From an optimization exercise on the open Yosys and OpenROAD flow, aimed at small area, a short achievable clock period and few clock cycles per item; shortcuts taken in it are not production practice. In this exercise RTL edits were held to simulation tests only and were not proved equivalent to the original. Power is estimated from default activity; no workload was simulated.

===== flow/constraint.sdc =====
create_clock -name core_clock -period 6.0 [get_ports {clk}]
set_input_delay 1.2000 -clock core_clock [delete_from_list [all_inputs] [get_ports {clk}]]
set_output_delay 1.2000 -clock core_clock [all_outputs]
set_load 0.01 [all_outputs]

===== flow/design.v =====
package sacl_pkg;
  localparam int ADDR_W = 24;
  localparam int CNT_W  = 32;
  typedef enum logic [1:0] {
    OUT_HIT   = 2'd0,
    OUT_COLD  = 2'd1,
    OUT_CLEAN = 2'd2,
    OUT_DIRTY = 2'd3
  } outcome_t;
  typedef struct packed {
    logic [ADDR_W-1:0] address;
    logic              write_op;
  } sacl_in_t;
  typedef struct packed {
    outcome_t          outcome;
    logic [1:0]        way_used;
    logic [CNT_W-1:0]  hit_total;
    logic [CNT_W-1:0]  replace_miss_total;
    logic [CNT_W-1:0]  compulsory_total;
    logic [CNT_W-1:0]  dirty_replace_total;
  } sacl_out_t;
endpackage
module sacl_ram (
  input  logic        clk,
  input  logic        rst,
  input  logic [5:0]  rd_set,
  output logic [55:0] rd_tags,
  output logic [5:0]  rd_code,
  output logic [3:0]  rd_dirty,
  input  logic        wr_en,
  input  logic [5:0]  wr_set,
  input  logic [3:0]  wr_tag_way,
  input  logic [13:0] wr_tag,
  input  logic [5:0]  wr_code,
  input  logic [3:0]  wr_dirty
);
  logic [63:0][55:0] tag_q;
  logic [63:0][5:0]  code_q;
  logic [63:0][3:0]  dirty_q;
  logic [5:0] code_wd;
  assign code_wd = rst ? 6'd0 : wr_code;
  for (genvar r = 0; r < 64; r++) begin : g_row
    logic row_we;
    assign row_we = wr_en && (wr_set == 6'(r));
    always_ff @(posedge clk) begin
      if (rst || row_we) begin
        code_q[r] <= code_wd;
      end
    end
    always_ff @(posedge clk) begin
      if (row_we) begin
        dirty_q[r] <= wr_dirty;
      end
    end
    for (genvar w = 0; w < 4; w++) begin : g_way
      always_ff @(posedge clk) begin
        if (row_we && wr_tag_way[w]) begin
          tag_q[r][w*14 +: 14] <= wr_tag;
        end
      end
    end
  end
  logic [7:0] rd_hi, rd_lo;
  assign rd_hi = 8'd1 << rd_set[5:3];
  assign rd_lo = 8'd1 << rd_set[2:0];
  always_comb begin
    rd_tags  = '0;
    rd_code  = '0;
    rd_dirty = '0;
    for (int r = 0; r < 64; r++) begin
      if (rd_hi[r / 8] && rd_lo[r % 8]) begin
        rd_tags  = rd_tags  | tag_q[r];
        rd_code  = rd_code  | code_q[r];
        rd_dirty = rd_dirty | dirty_q[r];
      end
    end
  end
endmodule
module sacl_ctrl (
  input  logic [5:0] code,
  output logic [3:0] valid,
  output logic       full,
  output logic [1:0] victim,
  output logic [5:0] next_0,
  output logic [5:0] next_1,
  output logic [5:0] next_2,
  output logic [5:0] next_3
);
  assign valid[0] =
      (code == 6'd1) |
      (code == 6'd2) |
      (code == 6'd3) |
      (code == 6'd4) |
      (code == 6'd5) |
      (code == 6'd6) |
      (code == 6'd7) |
      (code == 6'd8) |
      (code == 6'd9) |
      (code == 6'd10) |
      (code == 6'd11) |
      (code == 6'd12) |
      (code == 6'd13) |
      (code == 6'd14) |
      (code == 6'd15) |
      (code == 6'd16) |
      (code == 6'd17) |
      (code == 6'd18) |
      (code == 6'd19) |
      (code == 6'd20) |
      (code == 6'd21) |
      (code == 6'd22) |
      (code == 6'd23) |
      (code == 6'd24) |
      (code == 6'd25) |
      (code == 6'd26) |
      (code == 6'd27) |
      (code == 6'd28) |
      (code == 6'd29) |
      (code == 6'd30) |
      (code == 6'd31) |
      (code == 6'd32) |
      (code == 6'd33);
  assign valid[1] =
      (code == 6'd2) |
      (code == 6'd3) |
      (code == 6'd4) |
      (code == 6'd5) |
      (code == 6'd6) |
      (code == 6'd7) |
      (code == 6'd8) |
      (code == 6'd9) |
      (code == 6'd10) |
      (code == 6'd11) |
      (code == 6'd12) |
      (code == 6'd13) |
      (code == 6'd14) |
      (code == 6'd15) |
      (code == 6'd16) |
      (code == 6'd17) |
      (code == 6'd18) |
      (code == 6'd19) |
      (code == 6'd20) |
      (code == 6'd21) |
      (code == 6'd22) |
      (code == 6'd23) |
      (code == 6'd24) |
      (code == 6'd25) |
      (code == 6'd26) |
      (code == 6'd27) |
      (code == 6'd28) |
      (code == 6'd29) |
      (code == 6'd30) |
      (code == 6'd31) |
      (code == 6'd32) |
      (code == 6'd33);
  assign valid[2] =
      (code == 6'd4) |
      (code == 6'd5) |
      (code == 6'd6) |
      (code == 6'd7) |
      (code == 6'd8) |
      (code == 6'd9) |
      (code == 6'd10) |
      (code == 6'd11) |
      (code == 6'd12) |
      (code == 6'd13) |
      (code == 6'd14) |
      (code == 6'd15) |
      (code == 6'd16) |
      (code == 6'd17) |
      (code == 6'd18) |
      (code == 6'd19) |
      (code == 6'd20) |
      (code == 6'd21) |
      (code == 6'd22) |
      (code == 6'd23) |
      (code == 6'd24) |
      (code == 6'd25) |
      (code == 6'd26) |
      (code == 6'd27) |
      (code == 6'd28) |
      (code == 6'd29) |
      (code == 6'd30) |
      (code == 6'd31) |
      (code == 6'd32) |
      (code == 6'd33);
  assign valid[3] =
      (code == 6'd10) |
      (code == 6'd11) |
      (code == 6'd12) |
      (code == 6'd13) |
      (code == 6'd14) |
      (code == 6'd15) |
      (code == 6'd16) |
      (code == 6'd17) |
      (code == 6'd18) |
      (code == 6'd19) |
      (code == 6'd20) |
      (code == 6'd21) |
      (code == 6'd22) |
      (code == 6'd23) |
      (code == 6'd24) |
      (code == 6'd25) |
      (code == 6'd26) |
      (code == 6'd27) |
      (code == 6'd28) |
      (code == 6'd29) |
      (code == 6'd30) |
      (code == 6'd31) |
      (code == 6'd32) |
      (code == 6'd33);
  assign full =
      (code == 6'd10) |
      (code == 6'd11) |
      (code == 6'd12) |
      (code == 6'd13) |
      (code == 6'd14) |
      (code == 6'd15) |
      (code == 6'd16) |
      (code == 6'd17) |
      (code == 6'd18) |
      (code == 6'd19) |
      (code == 6'd20) |
      (code == 6'd21) |
      (code == 6'd22) |
      (code == 6'd23) |
      (code == 6'd24) |
      (code == 6'd25) |
      (code == 6'd26) |
      (code == 6'd27) |
      (code == 6'd28) |
      (code == 6'd29) |
      (code == 6'd30) |
      (code == 6'd31) |
      (code == 6'd32) |
      (code == 6'd33);
  assign victim[0] =
      (code == 6'd1) |
      (code == 6'd4) |
      (code == 6'd5) |
      (code == 6'd6) |
      (code == 6'd7) |
      (code == 6'd8) |
      (code == 6'd9) |
      (code == 6'd16) |
      (code == 6'd17) |
      (code == 6'd19) |
      (code == 6'd21) |
      (code == 6'd22) |
      (code == 6'd23) |
      (code == 6'd25) |
      (code == 6'd27) |
      (code == 6'd28) |
      (code == 6'd29) |
      (code == 6'd31) |
      (code == 6'd33);
  assign victim[1] =
      (code == 6'd2) |
      (code == 6'd3) |
      (code == 6'd4) |
      (code == 6'd5) |
      (code == 6'd6) |
      (code == 6'd7) |
      (code == 6'd8) |
      (code == 6'd9) |
      (code == 6'd18) |
      (code == 6'd19) |
      (code == 6'd20) |
      (code == 6'd21) |
      (code == 6'd24) |
      (code == 6'd25) |
      (code == 6'd26) |
      (code == 6'd27) |
      (code == 6'd30) |
      (code == 6'd31) |
      (code == 6'd32) |
      (code == 6'd33);
  assign next_0[0] =
      (code == 6'd0) |
      (code == 6'd1) |
      (code == 6'd2) |
      (code == 6'd3) |
      (code == 6'd5) |
      (code == 6'd7) |
      (code == 6'd9) |
      (code == 6'd11) |
      (code == 6'd13) |
      (code == 6'd15) |
      (code == 6'd17) |
      (code == 6'd19) |
      (code == 6'd21) |
      (code == 6'd23) |
      (code == 6'd25) |
      (code == 6'd27) |
      (code == 6'd29) |
      (code == 6'd31) |
      (code == 6'd33);
  assign next_0[1] =
      (code == 6'd2) |
      (code == 6'd3) |
      (code == 6'd12) |
      (code == 6'd13) |
      (code == 6'd18) |
      (code == 6'd19) |
      (code == 6'd24) |
      (code == 6'd25) |
      (code == 6'd30) |
      (code == 6'd31);
  assign next_0[2] =
      (code == 6'd10) |
      (code == 6'd11) |
      (code == 6'd12) |
      (code == 6'd13) |
      (code == 6'd16) |
      (code == 6'd17) |
      (code == 6'd18) |
      (code == 6'd19) |
      (code == 6'd22) |
      (code == 6'd23) |
      (code == 6'd24) |
      (code == 6'd25) |
      (code == 6'd28) |
      (code == 6'd29) |
      (code == 6'd30) |
      (code == 6'd31);
  assign next_0[3] =
      (code == 6'd4) |
      (code == 6'd5) |
      (code == 6'd6) |
      (code == 6'd7) |
      (code == 6'd8) |
      (code == 6'd9) |
      (code == 6'd10) |
      (code == 6'd11) |
      (code == 6'd12) |
      (code == 6'd13) |
      (code == 6'd16) |
      (code == 6'd17) |
      (code == 6'd18) |
      (code == 6'd19) |
      (code == 6'd22) |
      (code == 6'd23) |
      (code == 6'd24) |
      (code == 6'd25) |
      (code == 6'd28) |
      (code == 6'd29) |
      (code == 6'd30) |
      (code == 6'd31);
  assign next_0[4] =
      (code == 6'd10) |
      (code == 6'd11) |
      (code == 6'd12) |
      (code == 6'd13) |
      (code == 6'd16) |
      (code == 6'd17) |
      (code == 6'd18) |
      (code == 6'd19) |
      (code == 6'd22) |
      (code == 6'd23) |
      (code == 6'd24) |
      (code == 6'd25) |
      (code == 6'd28) |
      (code == 6'd29) |
      (code == 6'd30) |
      (code == 6'd31);
  assign next_0[5] =
      (code == 6'd14) |
      (code == 6'd15) |
      (code == 6'd20) |
      (code == 6'd21) |
      (code == 6'd26) |
      (code == 6'd27) |
      (code == 6'd32) |
      (code == 6'd33);
  assign next_1[0] =
      (code == 6'd4) |
      (code == 6'd5) |
      (code == 6'd6) |
      (code == 6'd7) |
      (code == 6'd8) |
      (code == 6'd9) |
      (code == 6'd11) |
      (code == 6'd13) |
      (code == 6'd15) |
      (code == 6'd17) |
      (code == 6'd19) |
      (code == 6'd21) |
      (code == 6'd23) |
      (code == 6'd25) |
      (code == 6'd27) |
      (code == 6'd29) |
      (code == 6'd31) |
      (code == 6'd33);
  assign next_1[1] =
      (code == 6'd1) |
      (code == 6'd2) |
      (code == 6'd3) |
      (code == 6'd7) |
      (code == 6'd8) |
      (code == 6'd9) |
      (code == 6'd10) |
      (code == 6'd11) |
      (code == 6'd12) |
      (code == 6'd13) |
      (code == 6'd14) |
      (code == 6'd15) |
      (code == 6'd16) |
      (code == 6'd17) |
      (code == 6'd26) |
      (code == 6'd27) |
      (code == 6'd28) |
      (code == 6'd29) |
      (code == 6'd30) |
      (code == 6'd31) |
      (code == 6'd32) |
      (code == 6'd33);
  assign next_1[2] =
      (code == 6'd4) |
      (code == 6'd5) |
      (code == 6'd6) |
      (code == 6'd7) |
      (code == 6'd8) |
      (code == 6'd9) |
      (code == 6'd10) |
      (code == 6'd11) |
      (code == 6'd12) |
      (code == 6'd13) |
      (code == 6'd14) |
      (code == 6'd15) |
      (code == 6'd16) |
      (code == 6'd17) |
      (code == 6'd18) |
      (code == 6'd19) |
      (code == 6'd20) |
      (code == 6'd21) |
      (code == 6'd22) |
      (code == 6'd23) |
      (code == 6'd24) |
      (code == 6'd25);
  assign next_1[3] =
      (code == 6'd10) |
      (code == 6'd11) |
      (code == 6'd12) |
      (code == 6'd13) |
      (code == 6'd14) |
      (code == 6'd15) |
      (code == 6'd16) |
      (code == 6'd17) |
      (code == 6'd26) |
      (code == 6'd27) |
      (code == 6'd28) |
      (code == 6'd29) |
      (code == 6'd30) |
      (code == 6'd31) |
      (code == 6'd32) |
      (code == 6'd33);
  assign next_1[4] =
      (code == 6'd18) |
      (code == 6'd19) |
      (code == 6'd20) |
      (code == 6'd21) |
      (code == 6'd22) |
      (code == 6'd23) |
      (code == 6'd24) |
      (code == 6'd25) |
      (code == 6'd26) |
      (code == 6'd27) |
      (code == 6'd28) |
      (code == 6'd29) |
      (code == 6'd30) |
      (code == 6'd31) |
      (code == 6'd32) |
      (code == 6'd33);
  assign next_1[5] = 1'b0;
  assign next_2[0] =
      (code == 6'd10) |
      (code == 6'd11) |
      (code == 6'd12) |
      (code == 6'd13) |
      (code == 6'd14) |
      (code == 6'd15) |
      (code == 6'd16) |
      (code == 6'd17) |
      (code == 6'd18) |
      (code == 6'd19) |
      (code == 6'd20) |
      (code == 6'd21) |
      (code == 6'd22) |
      (code == 6'd23) |
      (code == 6'd24) |
      (code == 6'd25) |
      (code == 6'd26) |
      (code == 6'd27) |
      (code == 6'd28) |
      (code == 6'd29) |
      (code == 6'd30) |
      (code == 6'd31) |
      (code == 6'd32) |
      (code == 6'd33);
  assign next_2[1] =
      (code == 6'd3) |
      (code == 6'd6) |
      (code == 6'd8) |
      (code == 6'd9) |
      (code == 6'd10) |
      (code == 6'd11) |
      (code == 6'd12) |
      (code == 6'd18) |
      (code == 6'd19) |
      (code == 6'd21) |
      (code == 6'd23) |
      (code == 6'd26) |
      (code == 6'd27) |
      (code == 6'd28) |
      (code == 6'd29) |
      (code == 6'd30);
  assign next_2[2] =
      (code == 6'd2) |
      (code == 6'd3) |
      (code == 6'd4) |
      (code == 6'd5) |
      (code == 6'd6) |
      (code == 6'd7) |
      (code == 6'd8) |
      (code == 6'd9) |
      (code == 6'd13) |
      (code == 6'd14) |
      (code == 6'd15) |
      (code == 6'd20) |
      (code == 6'd23) |
      (code == 6'd28) |
      (code == 6'd29) |
      (code == 6'd30);
  assign next_2[3] =
      (code == 6'd10) |
      (code == 6'd11) |
      (code == 6'd12) |
      (code == 6'd13) |
      (code == 6'd14) |
      (code == 6'd15) |
      (code == 6'd18) |
      (code == 6'd20) |
      (code == 6'd25) |
      (code == 6'd31) |
      (code == 6'd32) |
      (code == 6'd33);
  assign next_2[4] =
      (code == 6'd16) |
      (code == 6'd17) |
      (code == 6'd19) |
      (code == 6'd21) |
      (code == 6'd22) |
      (code == 6'd23) |
      (code == 6'd24) |
      (code == 6'd25) |
      (code == 6'd26) |
      (code == 6'd27) |
      (code == 6'd28) |
      (code == 6'd29) |
      (code == 6'd30) |
      (code == 6'd31) |
      (code == 6'd32) |
      (code == 6'd33);
  assign next_2[5] = 1'b0;
  assign next_3[0] = 1'b0;
  assign next_3[1] =
      (code == 6'd4) |
      (code == 6'd7) |
      (code == 6'd8) |
      (code == 6'd10) |
      (code == 6'd11) |
      (code == 6'd13) |
      (code == 6'd18) |
      (code == 6'd19) |
      (code == 6'd20) |
      (code == 6'd22) |
      (code == 6'd26) |
      (code == 6'd27) |
      (code == 6'd28) |
      (code == 6'd29) |
      (code == 6'd31);
  assign next_3[2] =
      (code == 6'd5) |
      (code == 6'd8) |
      (code == 6'd12) |
      (code == 6'd14) |
      (code == 6'd15) |
      (code == 6'd21) |
      (code == 6'd22) |
      (code == 6'd28) |
      (code == 6'd29) |
      (code == 6'd31);
  assign next_3[3] =
      (code == 6'd4) |
      (code == 6'd5) |
      (code == 6'd9) |
      (code == 6'd10) |
      (code == 6'd11) |
      (code == 6'd12) |
      (code == 6'd13) |
      (code == 6'd14) |
      (code == 6'd15) |
      (code == 6'd19) |
      (code == 6'd21) |
      (code == 6'd24) |
      (code == 6'd30) |
      (code == 6'd32) |
      (code == 6'd33);
  assign next_3[4] =
      (code == 6'd6) |
      (code == 6'd7) |
      (code == 6'd8) |
      (code == 6'd9) |
      (code == 6'd16) |
      (code == 6'd17) |
      (code == 6'd18) |
      (code == 6'd20) |
      (code == 6'd22) |
      (code == 6'd23) |
      (code == 6'd24) |
      (code == 6'd25) |
      (code == 6'd26) |
      (code == 6'd27) |
      (code == 6'd28) |
      (code == 6'd29) |
      (code == 6'd30) |
      (code == 6'd31) |
      (code == 6'd32) |
      (code == 6'd33);
  assign next_3[5] = 1'b0;
endmodule
module sacl_datapath (
  input  logic                clk,
  input  logic                rst,
  input  logic                in_valid,
  output logic                in_ready,
  input  sacl_pkg::sacl_in_t  in_data,
  output logic                out_valid,
  input  logic                out_ready,
  output sacl_pkg::sacl_out_t out_data
);
  logic v2;
  logic adv2, acc;
  assign adv2     = v2 && (!out_valid || out_ready);
  assign in_ready = !v2 || adv2;
  assign acc      = in_valid && in_ready;
  always_ff @(posedge clk) begin
    if (rst) begin
      v2        <= 1'b0;
      out_valid <= 1'b0;
    end else begin
      if (acc) begin
        v2 <= 1'b1;
      end else if (adv2) begin
        v2 <= 1'b0;
      end
      if (adv2) begin
        out_valid <= 1'b1;
      end else if (out_ready) begin
        out_valid <= 1'b0;
      end
    end
  end
  logic [5:0]  in_set;
  logic [13:0] in_tag;
  assign in_set = in_data.address[9:4];
  assign in_tag = in_data.address[23:10];
  logic [55:0] rd_tags;
  logic [5:0]  rd_code;
  logic [3:0]  rd_dirty;
  logic [3:0]  fill_way;
  logic [55:0] next_tags;
  logic [5:0]  next_code;
  logic [3:0]  next_dirty;
  logic [5:0]  s2_set;
  logic [13:0] s2_tag;
  logic        s2_wr;
  sacl_ram u_ram (
    .clk        (clk),
    .rst        (rst),
    .rd_set     (in_set),
    .rd_tags    (rd_tags),
    .rd_code    (rd_code),
    .rd_dirty   (rd_dirty),
    .wr_en      (v2),
    .wr_set     (s2_set),
    .wr_tag_way (fill_way),
    .wr_tag     (s2_tag),
    .wr_code    (next_code),
    .wr_dirty   (next_dirty)
  );
  logic        same;
  logic [55:0] s2_tags;
  logic [3:0]  s2_dirty;
  logic [5:0]  s2_code;
  assign same = v2 && (s2_set == in_set);
  always_ff @(posedge clk) begin
    if (acc) begin
      s2_set   <= in_set;
      s2_tag   <= in_tag;
      s2_wr    <= in_data.write_op;
      s2_tags  <= same ? next_tags : rd_tags;
      s2_code  <= same ? next_code : rd_code;
      s2_dirty <= same ? next_dirty : rd_dirty;
    end
  end
  logic [3:0] valid, hv, sel;
  logic       full, hit, vdirty;
  logic [1:0] victim, hit_way, way;
  logic [1:0] outcome;
  logic [5:0] nxt [4];
  logic [3:0] s2_match;
  always_comb begin
    for (int w = 0; w < 4; w++) begin
      s2_match[w] = (s2_tags[w*14 +: 14] == s2_tag);
    end
  end
  sacl_ctrl u_lru (
    .code   (s2_code),
    .valid  (valid),
    .full   (full),
    .victim (victim),
    .next_0 (nxt[0]),
    .next_1 (nxt[1]),
    .next_2 (nxt[2]),
    .next_3 (nxt[3])
  );
  assign hv      = s2_match & valid;
  assign hit     = |hv;
  assign hit_way = {hv[3] | hv[2], hv[3] | hv[1]};
  assign way     = hit ? hit_way : victim;
  assign vdirty  = s2_dirty[victim];
  always_comb begin
    next_code = '0;
    for (int w = 0; w < 4; w++) begin
      sel[w]        = hit ? hv[w] : (victim == 2'(w));
      fill_way[w]   = !hit && (victim == 2'(w));
      next_tags[w*14 +: 14] = fill_way[w] ? s2_tag : s2_tags[w*14 +: 14];
      next_dirty[w] = sel[w] ? (s2_wr || (hit && s2_dirty[w])) : s2_dirty[w];
      next_code     = next_code | (sel[w] ? nxt[w] : 6'd0);
    end
    if (hit) begin
      outcome = sacl_pkg::OUT_HIT;
    end else if (!full) begin
      outcome = sacl_pkg::OUT_COLD;
    end else if (vdirty) begin
      outcome = sacl_pkg::OUT_DIRTY;
    end else begin
      outcome = sacl_pkg::OUT_CLEAN;
    end
  end
  function automatic logic [31:0] sat_inc(input logic [31:0] v);
    logic [31:0] n;
    n[0] = ~v[0];
    for (int i = 1; i < 32; i++) begin
      n[i] = v[i] ^ (&(v | ~((32'd1 << i) - 32'd1)));
    end
    sat_inc = (&v) ? v : n;
  endfunction
  logic [31:0] hit_inc, repl_inc, cold_inc, dirty_inc;
  assign hit_inc   = sat_inc(out_data.hit_total);
  assign repl_inc  = sat_inc(out_data.replace_miss_total);
  assign cold_inc  = sat_inc(out_data.compulsory_total);
  assign dirty_inc = sat_inc(out_data.dirty_replace_total);
  always_ff @(posedge clk) begin
    if (adv2) begin
      out_data.outcome  <= sacl_pkg::outcome_t'(outcome);
      out_data.way_used <= way;
    end
  end
  always_ff @(posedge clk) begin
    if (rst) begin
      out_data.hit_total           <= '0;
      out_data.replace_miss_total  <= '0;
      out_data.compulsory_total    <= '0;
      out_data.dirty_replace_total <= '0;
    end else if (adv2) begin
      if (hit) begin
        out_data.hit_total <= hit_inc;
      end
      if (!hit && full) begin
        out_data.replace_miss_total <= repl_inc;
      end
      if (!hit && !full) begin
        out_data.compulsory_total <= cold_inc;
      end
      if (!hit && full && vdirty) begin
        out_data.dirty_replace_total <= dirty_inc;
      end
    end
  end
endmodule
module set_assoc_cache_lru_tags #(
  parameter int SETS         = 64,
  parameter int WAYS         = 4,
  parameter int OFFSET_BITS  = 4,
  parameter int ADDRESS_BITS = 24
) (
  input  logic      clk,
  input  logic      rst,
  input  logic      in_valid,
  output logic      in_ready,
  input  sacl_pkg::sacl_in_t  in_data,
  output logic      out_valid,
  input  logic      out_ready,
  output sacl_pkg::sacl_out_t out_data
);
  sacl_datapath u_datapath (
    .clk       (clk),
    .rst       (rst),
    .in_valid  (in_valid),
    .in_ready  (in_ready),
    .in_data   (in_data),
    .out_valid (out_valid),
    .out_ready (out_ready),
    .out_data  (out_data)
  );
endmodule

===== flow/config.mk =====
export PLATFORM = sky130hd
export DESIGN_NAME = set_assoc_cache_lru_tags
export DESIGN_NICKNAME = set_assoc_cache_lru_tags
export VERILOG_FILES = /design/flow/design.v
export SDC_FILE = /design/flow/constraint.sdc
export NUM_CORES = 4
export LEC_CHECK = 0
export CAP_MARGIN = 40
export CORE_MARGIN = 2
export CORE_UTILIZATION = 45
export CTS_CLUSTER_DIAMETER = 100
export CTS_CLUSTER_SIZE = 20
export SETUP_SLACK_MARGIN = 2.9
export SLEW_MARGIN = 60
export TNS_END_PERCENT = 0

===== flow/run.sh =====
#!/bin/bash
# synth_recipe.tcl (not shown) runs the flow's synth.tcl, then flattens the netlist and writes it again
# the make line also repeats each setting of config.mk as NAME=value (left out here)
make -C /OpenROAD-flow-scripts/flow DESIGN_CONFIG=/design/flow/config.mk WORK_HOME=/design/flow/orfs CLKGATE_MAP_FILE= SYNTH_SCRIPT=/design/flow/synth_recipe.tcl finish

==> impl.org, run 1 <==
** Run status
- The run finished with no timing, DRC or antenna violations.

** Cells and area
- Net count, final :: 10700
- The finished cells cover 190000 um2.
- After filler insertion, the fill cell instance count of the layout stands at 28800.
- Signed area change from the synthesized netlist to the final layout :: 15.8%
- Final Core Density :: 52.4%
- In the final layout, the share of cells above drive strength 1 is 17.4%.

** Min path
- The worst hold path belongs to the class flip-flop to flip-flop.

** Setup path
- Data arrives at the worst endpoint at 4.45 ns.
- Kind of critical path :: flip-flop to flip-flop
- Worst path bufs/invs :: 7
- The cell family contributing the most delay on the critical path is buffers and inverters.
- Of all nets on the critical path, the largest fanout is 16.
- For this design, the slowest cell found on the critical path is sky130_fd_sc_hd__edfxtp_1.
- CP dominant cell by count :: sky130_fd_sc_hd__buf_6
- The critical path goes through buf_6 -> buf_6 -> buf_4 -> xor2_1 -> nor4_1 -> nand4_1 -> o2111ai_2 -> buf_6 -> or3_4 -> buf_12 -> buf_12 -> nor2_2 -> buf_4.
- On the worst path, the slowest cell contributes a delay of 0.55 ns.
- For the worst setup path, the data required time is 6.63 ns.
- The worst setup path is launched from a flip-flop.
- STA classifies the critical path endpoint as a flip-flop.

** Logic synthesis
- Counting every instance in the synthesized netlist gives 9848.
- Counting every net in the synthesized netlist gives 9897.
- Multiplexer share of the synthesized area :: 0.139%
- The cell area that synthesis handed to floorplanning was 164000 um2.
- Counting flops and latches in the post-synthesis netlist gives 4445.
- Summing the areas of all compound-gate instances in the mapped netlist gives 10.6% of the synthesized area.
- Flip-flop cell with the highest count after synthesis :: sky130_fd_sc_hd__edfxtp_1
- Summing the areas of all and, or, nand and nor instances in the mapped netlist gives 6.18% of the synthesized area.
- Netlist cell types :: 78
- Share of synthesized registers carrying an async set or reset :: 0%
- The average instance in the mapped netlist occupies 16.6 um2.
- Summing the areas of all fa, ha and maj instances in the mapped netlist gives 0.153% of the synthesized area.
- Yosys warning total :: 3
- Main combinational cell family by area after synthesis :: compound AO/OA/AOI/OAI gates
- EDFF count, synth :: 4315
- The synthesized netlist devotes 0.700% of its cell area to XOR and XNOR gates.
- Sequential cell area fraction in the yosys report :: 80.6%

** Clocking
- Clock Sink Count :: 4445
- Latest clock arrival within the worst-skew pair :: 1.05 ns
- H-Tree Depth :: 4
- In this run, CTS created clock tree buffers numbering 244.
- CTS tree :: done
- Clock transition at the registers of the reported paths :: 0.09 ns
- Buffer cell driving the clock tree root :: sky130_fd_sc_hd__clkbuf_16
- Maximum count of clock buffers along a single path :: 4

** Power and ir drop
- Part of the total power dissipated in combinational logic :: 7.2%
- Dividing total power by cell area gives a power density of 297 nW/um2.
- Net switching is 23.0% of the power.
- Power share of the clock group :: 30.5%
- Sequential cells account for 62.3% of the total power.
- The worst-case IR drop observed on VDD is 318 uV.
- Overall power after layout :: 56.4 mW
- NetSw :: 13.0 mW
- In this run the static leakage power is 62.8 nW.
- Cell internal pwr :: 43.4 mW

** Routing
- Post-Route WL :: 715000 um
- The first routing iteration left 25200 violations.
- The first TritonRoute pass finished after 10 iterations.
- After detailed routing, the number of vias per cell comes to 7.17.
- In this run the remaining antenna-violating nets after routing total 0.
- Total vias in the final route :: 111000
- DRC violations left :: 0
- Average wire length per cell after detail routing :: 45.9 um

** Floorplan
- DIE AREA :: 369000 um2
- The region available for standard cell placement spans 363000 um2.
- 163 I/O pins were placed.
- The initial utilization of the core area, before any placement, comes to 45.2%.
- Die width :: 608 um
- In this run the core area contains 221 standard-cell rows.
- From bottom edge to top edge, the die measures 608 um.

** Timing
- Setup repair after global routing could not meet its margin everywhere.
- The worst path uses 63.7% of the clock period.
- Setup violations remaining at the end of the flow were counted as 0.
- For the pin with the worst max-slew slack, the measured transition is 0.709 ns.
- Subtracting the final worst setup slack from the clock period gives 3.82 ns.
- Layout Skew :: 0.0833 ns
- Final hold slack :: 0.493 ns
- The final number of max-transition violations came to 0.
- Hold Vio Cnt, Final :: 0
- Derived from the worst setup path, the maximum achievable clock frequency is 261 MHz.
- Slew HR :: 52.6%

** Placement
- The congestion estimate from routability-driven global placement came to 0.968.
- After detailed placement, the total cell area comes to 181000 um2.
- Number of port buffers :: 158
- Detailed placement ended at an HPWL of 432000 um.

** Flow run
- Max-cap viol count :: 0

** Global routing
- The initial antenna violation count was 36.
- The first global-routing pass estimated 926000 um of wire.
- Vias in the first global route :: 102000
- Global routing used 37.5% of the available tracks.
- After global routing the overflow that remains totals 0.
- Maximum number of pins on one net before global-route repair :: 108
[layer usage]
layer	routed length [um]	GRT usage, %	up-vias
li1	-	-	41000
met1	234000	47.4	56200
met2	303000	54.6	11700
met3	119000	13.3	2563
met4	58800	24.7	22
met5	317	0.235	-
[cell usage after synthesis, types with 62 or more instances]
cell                       count  area share [%]
sky130_fd_sc_hd__a221oi_1    116            0.62
sky130_fd_sc_hd__a22o_1       62            0.33
sky130_fd_sc_hd__a22oi_1    1892             8.7
sky130_fd_sc_hd__buf_1       123            0.28
sky130_fd_sc_hd__clkbuf_1    411            0.94
sky130_fd_sc_hd__dfxtp_1     130             1.6
sky130_fd_sc_hd__edfxtp_1   4315              79
sky130_fd_sc_hd__inv_1        96            0.22
sky130_fd_sc_hd__nand2_1     961             2.2
sky130_fd_sc_hd__nand3_1     124            0.38
sky130_fd_sc_hd__nand4_1     158            0.60
sky130_fd_sc_hd__nor2_1      548             1.3
sky130_fd_sc_hd__nor3_1      137            0.42
sky130_fd_sc_hd__nor4_1      191            0.73
sky130_fd_sc_hd__xor2_1       82            0.44
[timing repair]
action	CTS	global route
gates cloned	3	2
gates resized for setup	246	33
setup buffers	57	26
hold buffers	0	0
pin swaps	30	12
endpoints found under the setup margin	4607	4607
[kinds of logic (layout without fill, tap and decap cells)]
family                   count (synthesis)  in the layout
flip-flops                            4445           4445
AO/OA/AOI/OAI                         2292           2292
AND/OR/NAND/NOR                       2258           2259
buffers and inverters                  680           1559
XOR/XNOR                               131            131
multiplexers                            22             22
adder cells (fa/ha/maj)                 20             20
other                                    0             36
[through the flow]
stage / setup slack (ns) / setup TNS (ns) / instances
finish: 2.18 / 0 / 15600
global route: 2.29 / 0 / 15500
CTS: 2.41 / 0 / 15500
detailed placement: 0.665 / 0 / 15100
global placement: 0.104 / 0 / 15000
floorplan: -0.229 / -792.25 / 9848
[state kept, by name, summed over array words and instances, names as in the netlist]
name,cells
u_datapath.s2_set,6
u_datapath.s2_tags,56
u_datapath.s2_code,6
u_datapath.u_ram.tag_q,3584
u_datapath.out_data,132
u_datapath.s2_dirty,4
u_datapath.u_ram.code_q,384
u_datapath.v2,1
u_datapath.u_ram.dirty_q,256
u_datapath.s2_tag,14
u_datapath.out_valid,1
u_datapath.s2_wr,1
[cells in the final DEF, fill, tap and decap left out, types with 150 or more instances in the layout]
master,count
sky130_fd_sc_hd__a22oi_1,1892
sky130_fd_sc_hd__buf_12,163
sky130_fd_sc_hd__buf_4,585
sky130_fd_sc_hd__buf_6,199
sky130_fd_sc_hd__clkbuf_16,248
sky130_fd_sc_hd__clkdlybuf4s50_1,150
sky130_fd_sc_hd__edfxtp_1,4315
sky130_fd_sc_hd__nand2_1,904
sky130_fd_sc_hd__nand4_1,158
sky130_fd_sc_hd__nor2_1,208
sky130_fd_sc_hd__nor2_2,217
[final timing paths]
kind / from / end / slack, ns / depth (start not counted)
setup / recovery: u_datapath.s2_tag[9]$_DFFE_PP_ / u_datapath.u_ram.tag_q[188]$_DFFE_PP_ / 2.18 / 13
hold / removal: u_datapath.out_data[65]$_SDFFE_PP0P_ / u_datapath.out_data[65]$_SDFFE_PP0P_ / 0.49 / 2
setup reg to reg: u_datapath.s2_tag[9]$_DFFE_PP_ / u_datapath.u_ram.tag_q[188]$_DFFE_PP_ / 2.18 / 13
hold reg to reg: u_datapath.out_data[65]$_SDFFE_PP0P_ / u_datapath.out_data[65]$_SDFFE_PP0P_ / 0.49 / 2
[final cells by class]
class,count,area (um2),share of cell area (%)
multi-input combinational,4724,31900,16.8
tap,4794,6000,3.16
sequential,4445,132000,69.6
timing repair buffer,1186,12800,6.76
antenna,36,90.1,0.0475
clock buffer,267,6230,3.29
inverter,96,370,0.195
clock inverter,10,166,0.0877
[power groups by stage]
| stage | combinational, mW | clock (mW) | sequential (mW) |
|---|---|---|---|
| after CTS | 3.74 | 17.0 | 35.1 |
| after detailed placement | 3.50 | 0 | 35.8 |
| after global placement | 3.19 | 0 | 35.8 |
| final | 4.07 | 17.2 | 35.1 |
| after global routing | 4.09 | 18.0 | 35.1 |
| after floorplan | 1.33 | 0 | 36.0 |
[tightest hold or removal path, cell delays in order (launching register included)]
cell and delay, ns:
sky130_fd_sc_hd__dfxtp_1 0.34, sky130_fd_sc_hd__nand2_1 0.06, sky130_fd_sc_hd__a21oi_1 0.05
Testbench counts, summed over its fixed seeds: cycles 12,016, items 12,000.
==> run 2, diff against run 1 <==
--- a/flow/design.v
+++ b/flow/design.v
@@ -23,7 +23,7 @@
 module sacl_ram (
   input  logic        clk,
   input  logic        rst,
-  input  logic [5:0]  rd_set,
+  input  logic [63:0] rd_row,     
   output logic [55:0] rd_tags,
   output logic [5:0]  rd_code,
   output logic [3:0]  rd_dirty,
@@ -60,15 +60,12 @@
       end
     end
   end
-  logic [7:0] rd_hi, rd_lo;
-  assign rd_hi = 8'd1 << rd_set[5:3];
-  assign rd_lo = 8'd1 << rd_set[2:0];
   always_comb begin
     rd_tags  = '0;
     rd_code  = '0;
     rd_dirty = '0;
     for (int r = 0; r < 64; r++) begin
-      if (rd_hi[r / 8] && rd_lo[r % 8]) begin
+      if (rd_row[r]) begin
         rd_tags  = rd_tags  | tag_q[r];
         rd_code  = rd_code  | code_q[r];
         rd_dirty = rd_dirty | dirty_q[r];
@@ -639,17 +636,29 @@
   input  logic                out_ready,
   output sacl_pkg::sacl_out_t out_data
 );
-  logic v2;
-  logic adv2, acc;
+  logic v1, v2, skid_v;
+  logic adv2, s1_go, s1_free, acc;
   assign adv2     = v2 && (!out_valid || out_ready);
-  assign in_ready = !v2 || adv2;
-  assign acc      = in_valid && in_ready;
+  assign s1_go    = v1 && (!v2 || adv2);
+  assign s1_free  = !v1 || s1_go;
+  assign in_ready = !skid_v;
+  assign acc      = in_valid && !skid_v;
   always_ff @(posedge clk) begin
     if (rst) begin
+      v1        <= 1'b0;
       v2        <= 1'b0;
+      skid_v    <= 1'b0;
       out_valid <= 1'b0;
     end else begin
-      if (acc) begin
+      if (s1_free) begin
+        v1 <= skid_v || in_valid;
+      end
+      if (s1_free) begin
+        skid_v <= 1'b0;
+      end else if (acc) begin
+        skid_v <= 1'b1;
+      end
+      if (s1_go) begin
         v2 <= 1'b1;
       end else if (adv2) begin
         v2 <= 1'b0;
@@ -661,47 +670,102 @@
       end
     end
   end
-  logic [5:0]  in_set;
-  logic [13:0] in_tag;
-  assign in_set = in_data.address[9:4];
-  assign in_tag = in_data.address[23:10];
+  logic [5:0]  sk_set, nx_set, s1_set;
+  logic [13:0] sk_tag, nx_tag, s1_tag;
+  logic        sk_wr, nx_wr, s1_wr;
+  logic [63:0] s1_row;
+  always_ff @(posedge clk) begin
+    if (acc && !s1_free) begin
+      sk_set <= in_data.address[9:4];
+      sk_tag <= in_data.address[23:10];
+      sk_wr  <= in_data.write_op;
+    end
+  end
+  assign nx_set = skid_v ? sk_set : in_data.address[9:4];
+  assign nx_tag = skid_v ? sk_tag : in_data.address[23:10];
+  assign nx_wr  = skid_v ? sk_wr  : in_data.write_op;
+  always_ff @(posedge clk) begin
+    if (s1_free) begin
+      s1_set <= nx_set;
+      s1_tag <= nx_tag;
+      s1_wr  <= nx_wr;
+      s1_row <= 64'd1 << nx_set;
+    end
+  end
   logic [55:0] rd_tags;
   logic [5:0]  rd_code;
   logic [3:0]  rd_dirty;
   logic [3:0]  fill_way;
-  logic [55:0] next_tags;
   logic [5:0]  next_code;
   logic [3:0]  next_dirty;
   logic [5:0]  s2_set;
   logic [13:0] s2_tag;
   logic        s2_wr;
+  logic        wb_v;
+  logic [5:0]  wb_set;
+  logic [13:0] wb_tag;
+  logic [3:0]  wb_fill;
+  logic [5:0]  wb_code;
+  logic [3:0]  wb_dirty;
   sacl_ram u_ram (
     .clk        (clk),
     .rst        (rst),
-    .rd_set     (in_set),
+    .rd_row     (s1_row),
     .rd_tags    (rd_tags),
     .rd_code    (rd_code),
     .rd_dirty   (rd_dirty),
-    .wr_en      (v2),
-    .wr_set     (s2_set),
-    .wr_tag_way (fill_way),
-    .wr_tag     (s2_tag),
-    .wr_code    (next_code),
-    .wr_dirty   (next_dirty)
+    .wr_en      (wb_v),
+    .wr_set     (wb_set),
+    .wr_tag_way (wb_fill),
+    .wr_tag     (wb_tag),
+    .wr_code    (wb_code),
+    .wr_dirty   (wb_dirty)
   );
-  logic        same;
-  logic [55:0] s2_tags;
+  logic        same, same_wb;
+  logic [13:0] tag_d, tag_dw;
+  logic [55:0] mis_rd, mis_fw, s2_mis;
   logic [3:0]  s2_dirty;
   logic [5:0]  s2_code;
-  assign same = v2 && (s2_set == in_set);
+  assign same    = v2 && (s2_set == s1_set);
+  assign same_wb = wb_v && (wb_set == s1_set);
+  assign tag_d   = s2_tag ^ s1_tag;
+  assign tag_dw  = wb_tag ^ s1_tag;
+  always_comb begin
+    for (int w = 0; w < 4; w++) begin
+      mis_rd[w*14 +: 14] = rd_tags[w*14 +: 14] ^ s1_tag;
+      if (same && fill_way[w]) begin
+        mis_fw[w*14 +: 14] = tag_d;
+      end else if (same_wb && wb_fill[w]) begin
+        mis_fw[w*14 +: 14] = tag_dw;
+      end else begin
+        mis_fw[w*14 +: 14] = mis_rd[w*14 +: 14];
+      end
+    end
+  end
+  always_ff @(posedge clk) begin
+    if (s1_go) begin
+      s2_set   <= s1_set;
+      s2_tag   <= s1_tag;
+      s2_wr    <= s1_wr;
+      s2_mis   <= mis_fw;
+      s2_code  <= same ? next_code : (same_wb ? wb_code : rd_code);
+      s2_dirty <= same ? next_dirty : (same_wb ? wb_dirty : rd_dirty);
+    end
+  end
+  always_ff @(posedge clk) begin
+    if (rst) begin
+      wb_v <= 1'b0;
+    end else begin
+      wb_v <= adv2;
+    end
+  end
   always_ff @(posedge clk) begin
-    if (acc) begin
-      s2_set   <= in_set;
-      s2_tag   <= in_tag;
-      s2_wr    <= in_data.write_op;
-      s2_tags  <= same ? next_tags : rd_tags;
-      s2_code  <= same ? next_code : rd_code;
-      s2_dirty <= same ? next_dirty : rd_dirty;
+    if (adv2) begin
+      wb_set   <= s2_set;
+      wb_tag   <= s2_tag;
+      wb_fill  <= fill_way;
+      wb_code  <= next_code;
+      wb_dirty <= next_dirty;
     end
   end
   logic [3:0] valid, hv, sel;
@@ -712,7 +776,7 @@
   logic [3:0] s2_match;
   always_comb begin
     for (int w = 0; w < 4; w++) begin
-      s2_match[w] = (s2_tags[w*14 +: 14] == s2_tag);
+      s2_match[w] = !(|s2_mis[w*14 +: 14]);
     end
   end
   sacl_ctrl u_lru (
@@ -735,7 +799,6 @@
     for (int w = 0; w < 4; w++) begin
       sel[w]        = hit ? hv[w] : (victim == 2'(w));
       fill_way[w]   = !hit && (victim == 2'(w));
-      next_tags[w*14 +: 14] = fill_way[w] ? s2_tag : s2_tags[w*14 +: 14];
       next_dirty[w] = sel[w] ? (s2_wr || (hit && s2_dirty[w])) : s2_dirty[w];
       next_code     = next_code | (sel[w] ? nxt[w] : 6'd0);
     end
==> impl.org, run 2 <==
** Cells and area
- The top cell types in the final layout, fill and taps aside, are sky130_fd_sc_hd__edfxtp_1 (4455), sky130_fd_sc_hd__a22oi_1 (1010), sky130_fd_sc_hd__a22o_1 (558), sky130_fd_sc_hd__a221oi_1 (537), sky130_fd_sc_hd__buf_4 (415).
- Cell area after layout :: 191000 um2 (+0.60%)
- The share of post-route cells with drive strength above 1 was 14.5% (-2.9 points).
- The final non-filler cell total is 15000 (-3.5%).
- The flip-flop count of the largest register, all copies and words added came to 3584 (unchanged).
- The total of fill cells in the finished design came to 29900 (+3.7%).
- Leaving out fill and tap cells, the most frequent cell in the layout is sky130_fd_sc_hd__edfxtp_1.
- u_datapath.u_ram.tag_q holds more flip-flops than any other register.
- Storage element area :: 136000 um2 (+3.2%)
- The largest registers in the layout are u_datapath.u_ram.tag_q: 3584 flops, u_datapath.u_ram.code_q: 384 flops, u_datapath.u_ram.dirty_q: 256 flops.
- From synthesis to final layout, the design area changed by 13.1%.
- The final net count came to 10000 (-6.9%).
- The core utilization of the finished layout came to 51.2% (-1.1 points).
- The combined area of the multi-input logic cells came to 31600 um2 (-1.1%).

** Floorplan
- The die outline width is 616 um (+1.4%).
- The total number of placement rows was 224 (+1.4%).
- Vert. Die Dim :: 616 um (+1.4%)
- The top-level I/O count came to 163 (unchanged).
- The die area is 380000 um2 (+2.9%).
- The effective utilization at floorplan came to 45.3% (+0.049 points).
- Std-Cell Core Area :: 373000 um2 (+2.8%)

** Timing
- The worst clock skew on the final layout is 0.0554 ns (-0.0279 ns).
- The worst slew margin relative to its limit is 50.5% (-2.1 points).
- The post-route minimum period was 3.42 ns (-0.406 ns).
- Setup TNS Final :: 0 ns (unchanged)
- The final setup slack of the worst path came to 2.58 ns (+0.406 ns).
- Worst-Margin Slew :: 0.743 ns (+0.0340 ns)
- The portion of the clock cycle consumed by the worst path in the final layout came to 57.0% (-6.8 points).
- The final-layout worst hold slack is 0.464 ns (-0.0286 ns).
- Setup repair after global routing could not meet its margin everywhere.
- Hold Vio Cnt, Final :: 0 (unchanged)
- Final setup vio count :: 0 (unchanged)
- The achievable clock frequency came to 293 MHz (+12%).
- The final number of max-transition violations was 0 (unchanged).

** Logic synthesis
- Share of synthesized registers carrying an async set or reset :: 0% (unchanged)
- The post-synthesis cell area is 169000 um2 (+2.9%).
- Number of synthesized register bits :: 4588 (+3.2%)
- The biggest area contributor in the post-synthesis netlist is sky130_fd_sc_hd__edfxtp_1.
- Most used standard cells in the synthesized netlist :: sky130_fd_sc_hd__edfxtp_1 (4455), sky130_fd_sc_hd__a22oi_1 (1010), sky130_fd_sc_hd__a22o_1 (558), sky130_fd_sc_hd__a221oi_1 (554), sky130_fd_sc_hd__clkbuf_1 (407)
- EDFF count, synth :: 4455 (+3.2%)
- Sequential cell area fraction in the yosys report :: 80.8% (+0.23 points)
- Yosys warning total :: 3 (unchanged)
- The post-synthesis average cell area is 17.9 um2 (+7.4%).
- The number of nets produced by synthesis was 9487 (-4.1%).
- Sorting the synthesized cells by area gives the leading types as sky130_fd_sc_hd__edfxtp_1 (79%), sky130_fd_sc_hd__a22oi_1 (4.5%), sky130_fd_sc_hd__a22o_1 (2.9%).
- sky130_fd_sc_hd__edfxtp_1 is the most common cell in the netlist.
- Synthesized instance count :: 9438 (-4.2%)
- The fraction of post-synthesis cell area in the top cell type by area was 79.3% (+0.24 points).
- The number of distinct library cells after synthesis was 71 (-9.0%).
- Among all flip-flop cells after synthesis, the most frequent one is sky130_fd_sc_hd__edfxtp_1.

** Setup path
- Among all stages on the critical path, the largest delay is contributed by sky130_fd_sc_hd__edfxtp_1.
- Critical Path, Cell by Cell :: buf_6 -> a22o_1 -> a221oi_1 -> nand3_1 -> nor4_2 -> and3_1 -> nor3_1 -> a21oi_2 -> xnor2_1
- The arrival time at the worst endpoint came to 4.14 ns (-0.31 ns).
- CP required :: 6.72 ns (+0.09 ns)
- The largest incremental delay on the critical path is 0.57 ns (+0.02 ns).
- The highest net fanout along the worst path came to 26 (+10).
- Critical path startpoint category :: flip-flop
- Kind of critical path :: flip-flop to flip-flop
- Kind of capture point of the worst setup path :: flip-flop

** Clocking
- Clock transition at the registers of the reported paths :: 0.09 ns (about the same)
- CTS tree :: done
- Latest clock arrival within the worst-skew pair :: 0.98 ns (-0.07 ns)
- Post-CTS Hold Fix Bufs :: 0 (unchanged)
- Maximum count of clock buffers along a single path :: 4 (unchanged)
- Clock Sink Count :: 4588 (+3.2%)
- The CTS buffer count came to 269 (+10%).
- Buffer cell driving the clock tree root :: sky130_fd_sc_hd__clkbuf_16
- The number of H-tree levels came to 5 (+1).

** Global routing
- Global-route wire length before repair :: 932000 um (+0.66%)
- The number of global-route vias before repair was 101000 (-1.0%).
- Total grt overflow :: 0 (unchanged)
- The total routing usage reported by global routing was 36.8% (-0.67 points).
- Antenna violations before repair :: 52 (+44%)
- Maximum number of pins on one net before global-route repair :: 135 (+25%)

** Power and ir drop
- Peak VDD IR :: 232 uV (-27%)
- The power per cell area came to 296 nW/um2 (-0.47%).
- The leakage power came to 59.9 nW (-4.7%).
- The post-layout total power was 56.4 mW (+0.12%).

** Routing
- Number of antenna-violating nets in the routed design :: 0 (unchanged)
- The routed wirelength normalized by instance count came to 48.0 um (+4.5%).
- Post-Route WL :: 721000 um (+0.93%)
- The via-per-instance ratio is 7.44 (+3.8%).
- First DRT Iteration DRCs :: 26100 (+3.4%)
- The via count came to 112000 (+0.20%).
- The number of detailed-routing iterations run before antenna repair came to 9 (-1).
- DRC violations left :: 0 (unchanged)

** Placement
- Placed Cells :: 14600 (-3.7%)
- The placed cell area is 182000 um2 (+0.61%).
- The number of input and output port buffers inserted was 158 (unchanged).
- The sum of net half-perimeters after detailed placement came to 412000 um (-4.6%).
- Worst slack at placement :: 2.02 ns (+1.35 ns)
- Final weighted congestion in routability-driven placement :: 0.964 (-0.46%)

** Run status
- Result of the run :: complete, no violations

** Min path
- Worst hold-check path type :: flip-flop to flip-flop

** Flow run
- The count of max-cap constraint violations came to 0 (unchanged).
-- run 2: routing by layer --
| metal | share of wire (%) | global-route usage (%) | up-vias |
|---|---|---|---|
| met1 | 33 | 47.9 | 56700 |
| met4 | 7.5 | 22.6 | 20 |
| met5 | 0.057 | 0.568 | - |
| li1 | - | - | 40100 |
| met3 | 17 | 12.9 | 2551 |
| met2 | 42 | 53.0 | 12300 |
-- run 2: kinds of logic (layout without fill, tap and decap cells) --
group,after synthesis,count (layout),share of synthesized area [%]
compound gates,2361,2361,11.2
xor+xnor,139,139,0.721
fa+ha+maj,20,20,0.148
buf+inv,632,1201,1.44
flops,4588,4588,80.8
mux,49,49,0.304
other cells,0,40,0
simple gates,1649,1650,5.37
-- run 2: critical path, delay by kind of cell (launching register included) --
family | cells | cell delay (ns)
flip-flops | 1 | 0.57
AO/OA/AOI/OAI | 3 | 0.89
buffers and inverters | 1 | 0.29
AND/OR/NAND/NOR | 4 | 1.22
XOR/XNOR | 1 | 0.07
-- run 2: worst paths after layout --
check / from / end / slack, ns / cells past startpoint
max: u_datapath.s1_row[35]$_SDFFCE_PN0P_ / u_datapath.s2_mis[18]$_DFFE_PP_ / 2.58 / 9
min: u_datapath.s2_set[0]$_DFFE_PP_ / u_datapath.wb_set[0]$_DFFE_PP_ / 0.46 / 0
max reg2reg: u_datapath.s1_row[35]$_SDFFCE_PN0P_ / u_datapath.s2_mis[18]$_DFFE_PP_ / 2.58 / 9
min reg2reg: u_datapath.s2_set[0]$_DFFE_PP_ / u_datapath.wb_set[0]$_DFFE_PP_ / 0.46 / 0
-- run 2: layout make-up --
class                           count  share of cell area (%)
Sequential cell                  4588                    71.5
Multi-Input combinational cell   4219                    16.5
Timing Repair Buffer              838                    4.77
Clock buffer                      298                    3.66
Tap cell                         4972                    3.26
Clock inverter                     25                   0.176
Inverter                           40                  0.0800
Antenna cell                       40                  0.0524
-- run 2: what timing repair did --
item / in CTS / in global routing
endpoints found under the hold margin: 0 / 0
endpoints found under the setup margin: 342 / 397
resized for setup: 33 / 66
pin swaps: 4 / 21
cloned: 1 / 3
setup buffers: 18 / 21
-- run 2: power by group --
part	switching, mW	leakage (nW)	internal [mW]
registers	0.117	41.9	35.1
clock network	10.5	3.58	8.41
logic	1.62	14.5	0.667
Testbench counts of run 2, summed over its fixed seeds: cycles 12,024, items 12,000.
==> run 3, diff against run 2 <==
--- a/flow/config.mk
+++ b/flow/config.mk
@@ -10,6 +10,7 @@
 export CORE_UTILIZATION = 45
 export CTS_CLUSTER_DIAMETER = 100
 export CTS_CLUSTER_SIZE = 20
+export GPL_ROUTABILITY_DRIVEN = 0
 export SETUP_SLACK_MARGIN = 2.9
 export SLEW_MARGIN = 60
 export TNS_END_PERCENT = 0
==> impl.org, run 3 <==
** Setup path
- Reg-to-reg endpoint :: u_datapath.u_ram.tag_q[355]$_DFFE_PP_
- The worst endpoint required time was 6.67 ns (-0.05 ns).
- The reg2reg setup slack was 2.62 ns (+0.04 ns).
- The highest net fanout along the worst path was 16 (-38%).
- Worst-case reg-to-reg path depth :: 5 (-4)
- Kind of critical path :: flip-flop to flip-flop
- Startpoint of the lowest-slack register-to-register path :: u_datapath.wb_set[5]$_DFFE_PP_
- The worst setup path is captured at a flip-flop.
- Data arrival, critical path :: 4.05 ns (-0.09 ns)
- STA classifies the critical path startpoint as a flip-flop.

** Run status
- Result of the run :: complete, no violations

** Power and ir drop
- The worst-case vdd ir drop came to 227 uV (-2.1%).
- Part of the total power dissipated in combinational logic :: 4.0% (about the same)
- Power share of the clock group :: 33.6% (about the same)
- Ratio of total power to cell area :: 296 nW/um2 (+0.14%)
- The leakage power came to 60.0 nW (+0.20%).
- The net switching component of the power was 12.1 mW (-0.61%).
- The sequential cell fraction of total power came to 62.3% (-0.2 points).
- The switching portion of total power was 21.5% (-0.18 points).
- The internal power component is 44.4 mW (+0.45%).

** Cells and area
- The library cell used most frequently in the layout, excluding fill and tap cells, is sky130_fd_sc_hd__edfxtp_1.
- Most flop-heavy register :: u_datapath.u_ram.tag_q
- In the final layout, the registers with the most flip-flops are u_datapath.u_ram.tag_q: 3584 flops, u_datapath.u_ram.code_q: 384 flops, u_datapath.u_ram.dirty_q: 256 flops.
- The final non-filler cell total came to 15000 (+0.047%).
- The final net count came to 10000 (+0.23%).
- The library cells used most frequently in the layout, excluding fill and tap cells, are sky130_fd_sc_hd__edfxtp_1 (4455), sky130_fd_sc_hd__a22oi_1 (1010), sky130_fd_sc_hd__a22o_1 (558), sky130_fd_sc_hd__a221oi_1 (534), sky130_fd_sc_hd__buf_4 (453).
- Max reg flops :: 3584 (unchanged)
- The share of post-route cells with drive strength above 1 is 14.8% (+0.33 points).
- The area added between synthesis and finish came to 13.2% (about the same).

** Floorplan
- DIE AREA :: 380000 um2 (unchanged)
- Number of placed I/O pins :: 163 (unchanged)
- Std-Cell Core Area :: 373000 um2 (unchanged)
- The die outline width was 616 um (unchanged).
- Initial core utilization :: 45.3% (unchanged)
- The die extent in y is 616 um (unchanged).
- The total number of placement rows was 224 (unchanged).

** Timing
- Setup TNS Final :: 0 ns (unchanged)
- The final number of max-transition violations was 0 (unchanged).
- Maximum frequency from static timing analysis :: 296 MHz (+1.1%)
- The setup-violating endpoint count in the final report is 0 (unchanged).
- The portion of the clock cycle consumed by the worst path in the final layout is 56.4% (-0.60 points).
- The number of hold-slack violations in the final timing report is 0 (unchanged).
- The worst slew margin relative to its limit is 49.5% (-0.92 points).
- The post-route minimum period came to 3.38 ns (-0.0358 ns).
- RSZ-0062 raised after global routing :: true
- The worst clock skew on the final layout was 0.0348 ns (-0.0206 ns).
- The measured slew at the worst slew-check pin came to 0.757 ns (+0.0139 ns).

** Min path
- Hold path endpoint :: u_datapath.s2_wr$_DFFE_PP_
- The startpoint identified for the worst hold timing path is u_datapath.s1_wr$_DFFE_PP_.
- Worst hold-check path type :: flip-flop to flip-flop
- Min-Delay Path Depth :: 0 (unchanged)

** Clocking
- H-Tree Depth :: 5 (unchanged)
- The root buffer cell chosen for the clock tree is sky130_fd_sc_hd__clkbuf_16.
- The post-CTS clock slew at the launch and capture registers of the worst setup and hold paths was 0.08 ns (about the same).
- Clock Sink Count :: 4588 (unchanged)
- TritonCTS built the clock tree.
- Maximum count of clock buffers along a single path :: 4 (unchanged)
- CTS Buf Count :: 270 (+0.37%)
- Latest clock arrival within the worst-skew pair :: 1.00 ns (+0.02 ns)

** Routing
- Pre-Repair DR Iteration Count :: 8 (-1)
- The routed wirelength normalized by instance count was 47.8 um (-0.38%).
- Number of antenna-violating nets in the routed design :: 0 (unchanged)
- The via-per-instance ratio came to 7.43 (-0.13%).
- First DRT Iteration DRCs :: 25700 (-1.2%)
- The routed wire length was 719000 um (-0.34%).
- The via count was 112000 (-0.085%).
- The post-detailed-route DRC marker count came to 0 (unchanged).

** Logic synthesis
- Most frequent cell after synthesis :: sky130_fd_sc_hd__edfxtp_1
- The post-synthesis cell area came to 169000 um2 (unchanged).
- EDFF count, synth :: 4455 (unchanged)
- Most used standard cells in the synthesized netlist :: sky130_fd_sc_hd__edfxtp_1 (4455), sky130_fd_sc_hd__a22oi_1 (1010), sky130_fd_sc_hd__a22o_1 (558), sky130_fd_sc_hd__a221oi_1 (554), sky130_fd_sc_hd__clkbuf_1 (407)
- The sequential cell area fraction in the yosys report is 80.8% (unchanged).
- Share of synthesized registers carrying an async set or reset :: 0% (unchanged)
- Post-synthesis cell type with the largest combined area :: sky130_fd_sc_hd__edfxtp_1
- For this run, the leading register cell type out of synthesis is sky130_fd_sc_hd__edfxtp_1.
- Top post-synthesis cells by area :: sky130_fd_sc_hd__edfxtp_1 (79%), sky130_fd_sc_hd__a22oi_1 (4.5%), sky130_fd_sc_hd__a22o_1 (2.9%)
- The number of distinct library cells after synthesis came to 71 (unchanged).
- The fraction of post-synthesis cell area in the top cell type by area is 79.3% (unchanged).
- Yosys warning total :: 3 (unchanged)
- Mean post-synth cell area :: 17.9 um2 (unchanged)
- The count of mapped cells out of synthesis came to 9438 (unchanged).
- Number of synthesized register bits :: 4588 (unchanged)
- The number of nets produced by synthesis is 9487 (unchanged).

** Placement
- The sum of net half-perimeters after detailed placement was 415000 um (+0.87%).
- Number of port buffers :: 158 (unchanged)
- The number of placed cells counting well taps was 14600 (+0.23%).

** Global routing
- The total routing usage reported by global routing came to 36.7% (-0.14 points).
- Global-route wire length before repair :: 931000 um (-0.16%)
- The overall overflow remaining after global route was 0 (unchanged).
- Vias in the first global route :: 101000 (+0.36%)
- Maximum number of pins on one net before global-route repair :: 103 (-24%)
- The initial antenna violation count was 44 (-15%).

** Flow run
- Max-cap viol count :: 0 (unchanged)
-- run 3: changes by cell type in the layout (fill, tap and decap cells not counted), sizes merged --
cell	before	now
clkinv	9	4
inv	55	49
diode	40	29
buf	672	689
dlymetal6s2s	2	3
clkdlybuf4s50	155	156
clkbuf	303	314
bufbuf	1	0
-- run 3: area by class of cell --
cell class,instances,area (um2)
Inverter,40,150
Fill cell,29600,182000
Antenna cell,29,72.6
Timing Repair Buffer,860,9140
Tap cell,4972,6220
Sequential cell,4588,136000
Clock buffer,305,7210
Clock inverter,14,191
Multi-Input combinational cell,4219,31600
-- run 3: repair_timing --
item                       in CTS  in global routing
resized for setup              47                 54
cloned                          0                  2
setup buffers                  20                 12
setup endpoints to repair     464                368
pin swaps                       8                 22
hold buffers                    0                  0
-- run 3: cells by family after synthesis --
kind of cell | count (synthesis) | share of synthesized area, %
flip-flops | 4588 | 80.8
AO/OA/AOI/OAI | 2361 | 11.2
AND/OR/NAND/NOR | 1649 | 5.37
buffers and inverters | 632 | 1.44
XOR/XNOR | 139 | 0.721
multiplexers | 49 | 0.304
adder cells (fa/ha/maj) | 20 | 0.148
-- run 3: power by group through the flow --
stage / registers [mW] / logic, mW / clock network [mW]
2_1_floorplan: 36.1 / 0.897 / 0
3_3_place_gp: 36.0 / 1.84 / 0
5_1_grt: 35.3 / 2.28 / 19.9
6_report: 35.2 / 2.28 / 19.0
3_5_place_dp: 36.0 / 2.04 / 0
4_1_cts: 35.2 / 2.09 / 18.8
-- run 3: worst max-delay path by stage --
| stage | cells past startpoint | startpoint | slack [ns] | end |
|---|---|---|---|---|
| after global routing | 12 | u_datapath.s2_code[3]$_DFFE_PP_ | 2.69 | u_datapath.s2_mis[34]$_DFFE_PP_ |
| after CTS | 10 | u_datapath.s1_row[31]$_SDFFCE_PP0P_ | 2.73 | u_datapath.s2_dirty[3]$_DFFE_PP_ |
| after detailed placement | 9 | out_ready | 2.01 | u_datapath.out_data[13]$_SDFFE_PP0P_ |
| after floorplan | 0 | u_datapath.wb_tag[0]$_DFFE_PP_ | 1.88 | u_datapath.u_ram.tag_q[0]$_DFFE_PP_ |
| after global placement | 9 | u_datapath.s1_row[51]$_SDFFCE_PN0P_ | 1.58 | u_datapath.s2_mis[38]$_DFFE_PP_ |
| final | 5 | u_datapath.wb_set[5]$_DFFE_PP_ | 2.62 | u_datapath.u_ram.tag_q[355]$_DFFE_PP_ |
-- run 3: metal layers --
metal / track usage, % / wire, um
met1: 47.6 / 235000
met2: 52.5 / 301000
met3: 13.1 / 124000
met4: 22.9 / 57900
met5: 0.215 / 443
-- run 3: critical path: stages, from the launching register on --
cell,delay (ns)
sky130_fd_sc_hd__edfxtp_1,0.67
sky130_fd_sc_hd__or3b_4,0.66
sky130_fd_sc_hd__nor2_2,0.57
sky130_fd_sc_hd__buf_4,0.35
sky130_fd_sc_hd__and2_2,0.43
sky130_fd_sc_hd__buf_4,0.34
-- run 3: metrics by stage --
stage	worst slack (ns)	hold WS [ns]	power [mW]	cell area, um2	utilization, %
global route	2.69	0.455	57.4	191000	51.2
detailed placement	2.01	0.423	38.0	182000	48.9
floorplan	1.88	0.400	37.0	169000	-
global placement	1.58	0.410	37.9	179000	48.1
finish	2.62	0.442	56.5	191000	51.3
CTS	2.73	0.441	56.2	190000	51.0
==> run 4, diff against run 3 <==
--- a/flow/config.mk
+++ b/flow/config.mk
@@ -10,7 +10,6 @@
 export CORE_UTILIZATION = 45
 export CTS_CLUSTER_DIAMETER = 100
 export CTS_CLUSTER_SIZE = 20
-export GPL_ROUTABILITY_DRIVEN = 0
 export SETUP_SLACK_MARGIN = 2.9
 export SLEW_MARGIN = 60
-export TNS_END_PERCENT = 0
+export TNS_END_PERCENT = 5
==> impl.org, run 4 <==
** Power and ir drop
- Peak VDD IR :: 250 uV (+10%)
- Overall power after layout :: 56.4 mW (-0.26%)

** Timing
- The worst clock skew on the final layout came to 0.0673 ns (+0.0325 ns).
- Final setup vio count :: 0 (unchanged)
- Maximum frequency from static timing analysis :: 303 MHz (+2.6%)
- Shortest period the worst path allows :: 3.30 ns (-0.0849 ns)
- The setup TNS came to 0 ns (unchanged).
- RSZ-0062 raised after global routing :: true
- The final setup slack of the worst path was 2.70 ns (+0.0849 ns).
- The final-layout worst hold slack was 0.428 ns (-0.0136 ns).
- Slew HR :: 53.9% (+4.4 points)
- Final number of max-transition violations :: 0 (unchanged)

** Placement
- The sum of net half-perimeters after detailed placement came to 411000 um (-0.93%).
- Number of port buffers :: 158 (unchanged)
- Placed Cells :: 14600 (-0.11%)

** Min path
- The path class of the tightest hold or removal check is flip-flop to flip-flop.

** Logic synthesis
- Number of synthesized register bits :: 4588 (unchanged)
- Proportion of netlist area held by the largest area contributor :: 79.3% (unchanged)
- Mapped cell area :: 169000 um2 (unchanged)
- The number of distinct library cells after synthesis was 71 (unchanged).
- Most used standard cells in the synthesized netlist :: sky130_fd_sc_hd__edfxtp_1 (4455), sky130_fd_sc_hd__a22oi_1 (1010), sky130_fd_sc_hd__a22o_1 (558), sky130_fd_sc_hd__a221oi_1 (554), sky130_fd_sc_hd__clkbuf_1 (407)
- The number of enable-type register cells in the synthesized netlist came to 4455 (unchanged).
- Synthesized instance count :: 9438 (unchanged)
- Most frequent cell after synthesis :: sky130_fd_sc_hd__edfxtp_1
- Net count after synthesis :: 9487 (unchanged)
- For this run, the leading register cell type out of synthesis is sky130_fd_sc_hd__edfxtp_1.
- The number of synthesis warnings was 3 (unchanged).
- By area the synthesized netlist is led by sky130_fd_sc_hd__edfxtp_1 (79%), sky130_fd_sc_hd__a22oi_1 (4.5%), sky130_fd_sc_hd__a22o_1 (2.9%).
- Sequential cell area fraction in the yosys report :: 80.8% (unchanged)
- Share of synthesized registers carrying an async set or reset :: 0% (unchanged)
- Summed over all instances, the cell type with the most area after synthesis is sky130_fd_sc_hd__edfxtp_1.

** Global routing
- The global-route wire length before repair came to 927000 um (-0.43%).
- The number of global-route vias before repair is 99900 (-0.93%).
- Global-route usage over all layers :: 36.6% (-0.12 points)

** Floorplan
- DIE AREA :: 380000 um2 (unchanged)
- The effective utilization at floorplan is 45.3% (unchanged).
- Count of standard-cell rows :: 224 (unchanged)
- Vert. Die Dim :: 616 um (unchanged)
- Die width :: 616 um (unchanged)
- The core area came to 373000 um2 (unchanged).

** Setup path
- Largest fanout on the critical path :: 15 (-1)
- Worst path bufs/invs :: 2 (unchanged)
- The worst endpoint required time was 6.72 ns (+0.05 ns).
- Kind of capture point of the worst setup path :: flip-flop
- The largest incremental delay on the critical path is 0.63 ns (-0.04 ns).
- Slowest cell on the critical path :: sky130_fd_sc_hd__edfxtp_1
- Kind of critical path :: flip-flop to flip-flop
- Broken down by cell family, the worst path's largest delay share belongs to simple AND/OR/NAND/NOR gates.
- Critical path startpoint category :: flip-flop
- Walking the worst path, the cells encountered are buf_4 -> buf_12 -> a22o_1 -> a221oi_1 -> nand4_1 -> or4_4 -> mux2i_4 -> nor2_4 -> a21o_1.

** Cells and area
- Signed area change from the synthesized netlist to the final layout :: 13.5%
- The combined area of the multi-input logic cells is 31800 um2 (+0.41%).
- The largest registers in the layout are u_datapath.u_ram.tag_q: 3584 flops, u_datapath.u_ram.code_q: 384 flops, u_datapath.u_ram.dirty_q: 256 flops.
- The final instance area is 192000 um2 (+0.23%).
- Most flop-heavy register :: u_datapath.u_ram.tag_q
- The flip-flop count of the largest register, all copies and words added is 3584 (unchanged).
- The share of post-route cells with drive strength above 1 is 15.0% (+0.19 points).
- Leading cell types in the layout, fill and taps excluded :: sky130_fd_sc_hd__edfxtp_1 (4455), sky130_fd_sc_hd__a22oi_1 (1009), sky130_fd_sc_hd__a22o_1 (558), sky130_fd_sc_hd__a221oi_1 (528), sky130_fd_sc_hd__buf_4 (411)
- Final Core Density :: 51.4% (+0.12 points)

** Routing
- Number of antenna-violating nets in the routed design :: 0 (unchanged)
- Post-DR vias/cell :: 7.38 (-0.65%)
- The routed wirelength normalized by instance count is 47.7 um (-0.27%).
- The detailed router's first-iteration violation count was 24800 (-3.7%).
- The number of detailed-routing iterations run before antenna repair was 8 (unchanged).
- Total vias in the final route :: 111000 (-0.70%)

** Clocking
- The clock sink count was 4588 (unchanged).
- Clock transition at the registers of the reported paths :: 0.08 ns (about the same)
- Maximum count of clock buffers along a single path :: 4 (unchanged)
- The CTS buffer count was 270 (unchanged).
- The number of H-tree levels was 5 (unchanged).

** Run status
- The run finished with no timing, DRC or antenna violations.
==> run 4: timing repair <==
| item | 4_1_cts | 5_1_grt |
|---|---|---|
| pin swaps | 13 | 24 |
| resized for setup | 65 | 111 |
| setup endpoints to repair | 330 | 234 |
| gates cloned | 3 | 1 |
| buffers inserted | 27 | 12 |
==> run 4: logic make-up (layout without fill, tap and decap cells) <==
| logic type | count (synthesis) | count (layout) | share of synthesized area [%] |
|---|---|---|---|
| flops | 4588 | 4588 | 80.8 |
| compound gates | 2361 | 2361 | 11.2 |
| simple gates | 1649 | 1650 | 5.37 |
| buf+inv | 632 | 1209 | 1.44 |
| xor+xnor | 139 | 139 | 0.721 |
| mux | 49 | 49 | 0.304 |
| fa+ha+maj | 20 | 20 | 0.148 |
| other cells | 0 | 31 | 0 |
==> run 4: cell type report <==
cell class,count,share of cell area [%]
Antenna cell,31,0.0405
Sequential cell,4588,71.2
Clock inverter,19,0.129
Timing Repair Buffer,853,4.98
Inverter,40,0.0784
Multi-Input combinational cell,4219,16.6
Tap cell,4972,3.25
Clock buffer,297,3.68
==> run 4: worst register-to-register path, stage by stage (launching register included) <==
cell,delay [ns]
sky130_fd_sc_hd__edfxtp_1,0.63
sky130_fd_sc_hd__buf_4,0.33
sky130_fd_sc_hd__buf_12,0.21
sky130_fd_sc_hd__a22o_1,0.27
sky130_fd_sc_hd__a221oi_1,0.23
sky130_fd_sc_hd__nand4_1,0.26
sky130_fd_sc_hd__or4_4,0.61
sky130_fd_sc_hd__mux2i_4,0.24
sky130_fd_sc_hd__nor2_4,0.11
sky130_fd_sc_hd__a21o_1,0.18
==> run 4: worst paths after layout <==
path / startpoint / slack [ns] / cells past startpoint / end
worst max register to register: u_datapath.s1_row[31]$_SDFFCE_PP0P_ / 2.70 / 9 / u_datapath.s2_dirty[3]$_DFFE_PP_
worst min-delay path: u_datapath.s1_wr$_DFFE_PP_ / 0.43 / 0 / u_datapath.s2_wr$_DFFE_PP_
worst min register to register: u_datapath.s1_wr$_DFFE_PP_ / 0.43 / 0 / u_datapath.s2_wr$_DFFE_PP_
worst max-delay path: u_datapath.s1_row[31]$_SDFFCE_PP0P_ / 2.70 / 9 / u_datapath.s2_dirty[3]$_DFFE_PP_
==> run 4: per-layer routing <==
metal	routed length (um)	GRT usage (%)	vias up
met1	235000	47.2	56400
met4	55100	22.3	26
li1	-	-	40100
met3	121000	12.5	2488
met5	702	1.07	-
met2	305000	53.2	11800
==> run 4: report_power, final <==
part	leakage, nW	total, mW	internal, mW	switching [mW]
Sequential	41.9	35.2	35.1	0.115
Clock	3.58	18.8	8.46	10.4
Combinational	14.7	2.31	0.687	1.62
Total	60.1	56.4	44.3	12.1

Re-timed with assumed drivers on the ports (clkbuf_16 on the clock, buf_2 on other inputs), run 4 has 2.632 ns of setup slack against 2.702 ns with ideal ports, and 2.049 ns once port delays also move by the mid clock arrival of 1.067 ns.
